Context: an optimization exercise on an open-source flow, tuned for small area. The choices shown serve that exercise and are no tape-out recipe. Only simulation tests tie the RTL to the original design; equivalence was not proved. Power and IR drop assume default switching activity.

Design branch_predictor, start of the top module:
module branch_predictor
#(
    parameter int unsigned XLEN    = branch_predictor_pkg::XLEN,
    parameter int unsigned ENTRIES = 16,
    parameter int unsigned IDX_W   = $clog2(ENTRIES)
)
(
    input  logic            clk,
    input  logic            rst_n,
    input  logic [XLEN-1:0] if_pc,
    output logic            pred_taken,
    output logic [XLEN-1:0] pred_target,
    input  logic            ex_valid,
    input  logic [XLEN-1:0] ex_pc,
    input  logic            ex_is_branch,
    input  logic            ex_is_jump,
    input  logic            ex_taken,
    input  logic [XLEN-1:0] ex_target,
    input  logic            ex_pred_taken,
    input  logic [XLEN-1:0] ex_pred_target,
    output logic            flush,
    output logic [XLEN-1:0] redirect_pc,
    output logic [31:0]     stat_branches,
    output logic [31:0]     stat_mispred
);
    localparam int unsigned TAG_W = XLEN - IDX_W - 2;
    logic [ENTRIES-1:0]              rd_oh, wr_oh, bw_oh, inv_n;
    logic [ENTRIES-1:0]              valid_all, jmp_all;
    logic [TAG_W-1:0][ENTRIES-1:0]   tag_all;
    logic [XLEN-1:0][ENTRIES-1:0]    tgt_all;
    logic [1:0][ENTRIES-1:0]         bht_all;
    logic                            rd_valid, rd_jmp, rd_bht1;
    logic [TAG_W-1:0]                rd_tag, tx;
    logic [5:0]                      tf;
  ...
clock: 7.0 ns
lec_check: 0
cap_margin: 20
core_margin: 2
core_utilization: 40
cts_buf_list: sky130_fd_sc_hd__clkbuf_4 sky130_fd_sc_hd__clkbuf_8
cts_cluster_diameter: 60
cts_cluster_size: 16
slew_margin: 20
synth_hierarchical: 1
run.sh (not shown) runs the stock make flow with config.mk's settings and CLKGATE_MAP_FILE= SYNTH_SCRIPT=/design/flow/synth_recipe.tcl, a recipe that flattens the netlist after the stock synthesis.
The first run finished with timing, DRC and antenna clean.
Edit:
==> flow/flow/run.sh (new file) <==
#!/bin/bash
# Layout flow: the standard flow (standard.sh, standard synthesis
# unchanged), with two layout choices made through ORFS variables:
#  - port buffers use the smallest buffer cell, sky130_fd_sc_hd__buf_1;
#  - clock tree built from clkbuf_4/clkbuf_8 in clusters of 16 sinks,
#    without dummy balancing loads.
# All tool output goes to flow.log here; ORFS also keeps per-step logs
# under orfs/logs/.
set -euo pipefail
cd "$(dirname "$0")/.."

export BUFFER_PORTS_ARGS="-buffer_cell sky130_fd_sc_hd__buf_1"
export CTS_ARGS="-sink_clustering_enable -repair_clock_nets -dont_use_dummy_load -buf_list {sky130_fd_sc_hd__clkbuf_4 sky130_fd_sc_hd__clkbuf_8} -sink_clustering_size 16 -sink_clustering_max_diameter 60"

bash standard.sh > flow.log 2>&1
==> flow/standard.sh (new file) <==
#!/bin/bash
# synth_recipe.tcl (not shown) runs the flow's synth.tcl, then flattens the netlist and writes it again
# the make line also repeats each setting of config.mk as NAME=value (left out here)
make -C /OpenROAD-flow-scripts/flow DESIGN_CONFIG=/design/flow/config.mk WORK_HOME=/design/flow/orfs CLKGATE_MAP_FILE= SYNTH_SCRIPT=/design/flow/synth_recipe.tcl "${@:-finish}"
Settings changed: CORE_UTILIZATION 40 to 75, CTS_BUF_LIST sky130_fd_sc_hd__clkbuf_4 sky130_fd_sc_hd__clkbuf_8 to default, CTS_CLUSTER_DIAMETER 60 to default, CTS_CLUSTER_SIZE 16 to default, PLACE_DENSITY from default to 0.85.
removed: flow/run.sh
After rerunning: Cell area drops by a little under a tenth. Wire length drops by a little under a tenth. Sequential power is about the same. Via count climbs by a few percent. Sequential share of layout area climbs by 6.4 points. Critical path depth drops by 3. Cell count drops by about a fifth.
Edit:
Settings changed: CORE_UTILIZATION 75 to 60, PLACE_DENSITY 0.85 to 0.72.
The new run completed with no timing, DRC or antenna violations.
Global-route usage goes down by 7.0 points.
Sequential power is about the same.
Design area goes up slightly.
Combinational power barely changes.
Maximum frequency goes down slightly.
Edit:
--- a/flow/flow/run.sh
+++ b/flow/flow/run.sh
@@ -13 +13 @@
-export CTS_ARGS="-sink_clustering_enable -repair_clock_nets -dont_use_dummy_load -buf_list {sky130_fd_sc_hd__clkbuf_4 sky130_fd_sc_hd__clkbuf_8} -sink_clustering_size 16 -sink_clustering_max_diameter 60"
+export CTS_ARGS="-sink_clustering_enable -repair_clock_nets -dont_use_dummy_load -buf_list {sky130_fd_sc_hd__clkbuf_4} -sink_clustering_size 10 -sink_clustering_max_diameter 40"
Settings changed: CORE_UTILIZATION 60 to 40, PLACE_DENSITY 0.72 to default.
What happened: Die area is higher by 49%; final cell count is higher by 14%; synthesized area does not change; core utilization is lower by 22 points; worst hold slack is worse by 0.17 ns; wire length is higher by 4.0%; global-route usage is lower by 9.8 points.
Edit:
==> flow/run.sh (new file) <==
#!/bin/bash
# synth_recipe.tcl (not shown) runs the flow's synth.tcl, then flattens the netlist and writes it again
# the make line also repeats each setting of config.mk as NAME=value (left out here)
make -C /OpenROAD-flow-scripts/flow DESIGN_CONFIG=/design/flow/config.mk WORK_HOME=/design/flow/orfs CLKGATE_MAP_FILE= SYNTH_SCRIPT=/design/flow/synth_recipe.tcl finish
Settings changed: CTS_BUF_LIST from default to sky130_fd_sc_hd__clkbuf_8, CTS_CLUSTER_DIAMETER from default to 50, CTS_CLUSTER_SIZE from default to 18.
removed: flow/flow/run.sh
removed: flow/standard.sh
Outcome: Non-clock buffer count goes up by 52; final area grows by a little under a tenth; routed wire length goes up by a few percent; power went up by about a fifth; combinational power rose by about a fifth; clock skew came out lower by 0.066 ns; synthesized cell count stays the same; via count grows slightly; setup slack degrades by 0.10 ns; count of clock-buffer cells in the layout goes down by 40.
Edit:
Settings changed: CAP_MARGIN 20 to 0, CTS_BUF_LIST sky130_fd_sc_hd__clkbuf_8 to sky130_fd_sc_hd__clkbuf_4 sky130_fd_sc_hd__clkbuf_8, CTS_CLUSTER_DIAMETER 50 to 60, CTS_CLUSTER_SIZE 18 to 16, SLEW_MARGIN 20 to 0.
The changed run produced a clean layout.
Synthesized cell count is unchanged.
First-iteration DRC count grows by 0.33%.
Via count drops by about 0.4%.
Fmax is lower by about 1%.

## static timing again, ports no longer ideal
The results above use ideal ports. As a check the final layouts listed here were re-extracted and re-timed, cells and wires unchanged.
Step 1: set_driving_cell puts a clkbuf_16 on clk and a buf_2 on each other input, an assumption about the parent block.
Step 2 adds t to the input delays and takes it off the output delays; t is the mean of the earliest and latest rising clock arrival at the registers after step 1. Input paths then give back, and output paths get back, about the clock's delay inside the block.
Slacks: ideal ports / drivers / drivers and shift; pairs: ideal ports / drivers.
run | shift t [ns] | slack for setup (ns) | worst hold slack (ns) | worst setup path after step 2 | worst slew at a driven data input, ns
the first run | 0.806 | 0.241 / 0.214 / 0.214 | 0.488 / 0.488 / 0.488 | input to output | 0.06
the second run | 0.737 | 0.534 / 0.505 / 0.505 | 0.497 / 0.497 / 0.497 | input to output | 0.11
the third run | 0.746 | 0.416 / 0.380 / 0.380 | 0.493 / 0.493 / 0.493 | input to output | 0.08
the fourth run | 1.052 | 0.411 / 0.357 / 0.357 | 0.322 / 0.282 / 0.497 | input to output | 0.11
the fifth run | 0.822 | 0.309 / 0.282 / 0.282 | 0.486 / 0.486 / 0.486 | input to output | 0.06
the sixth run | 0.806 | 0.241 / 0.214 / 0.214 | 0.488 / 0.488 / 0.488 | input to output | 0.06
After both steps setup and hold are still met in every run listed. The setup slack of the fourth run, which loses most, moves by -0.054 ns with the drivers and by -0.054 ns with both steps.
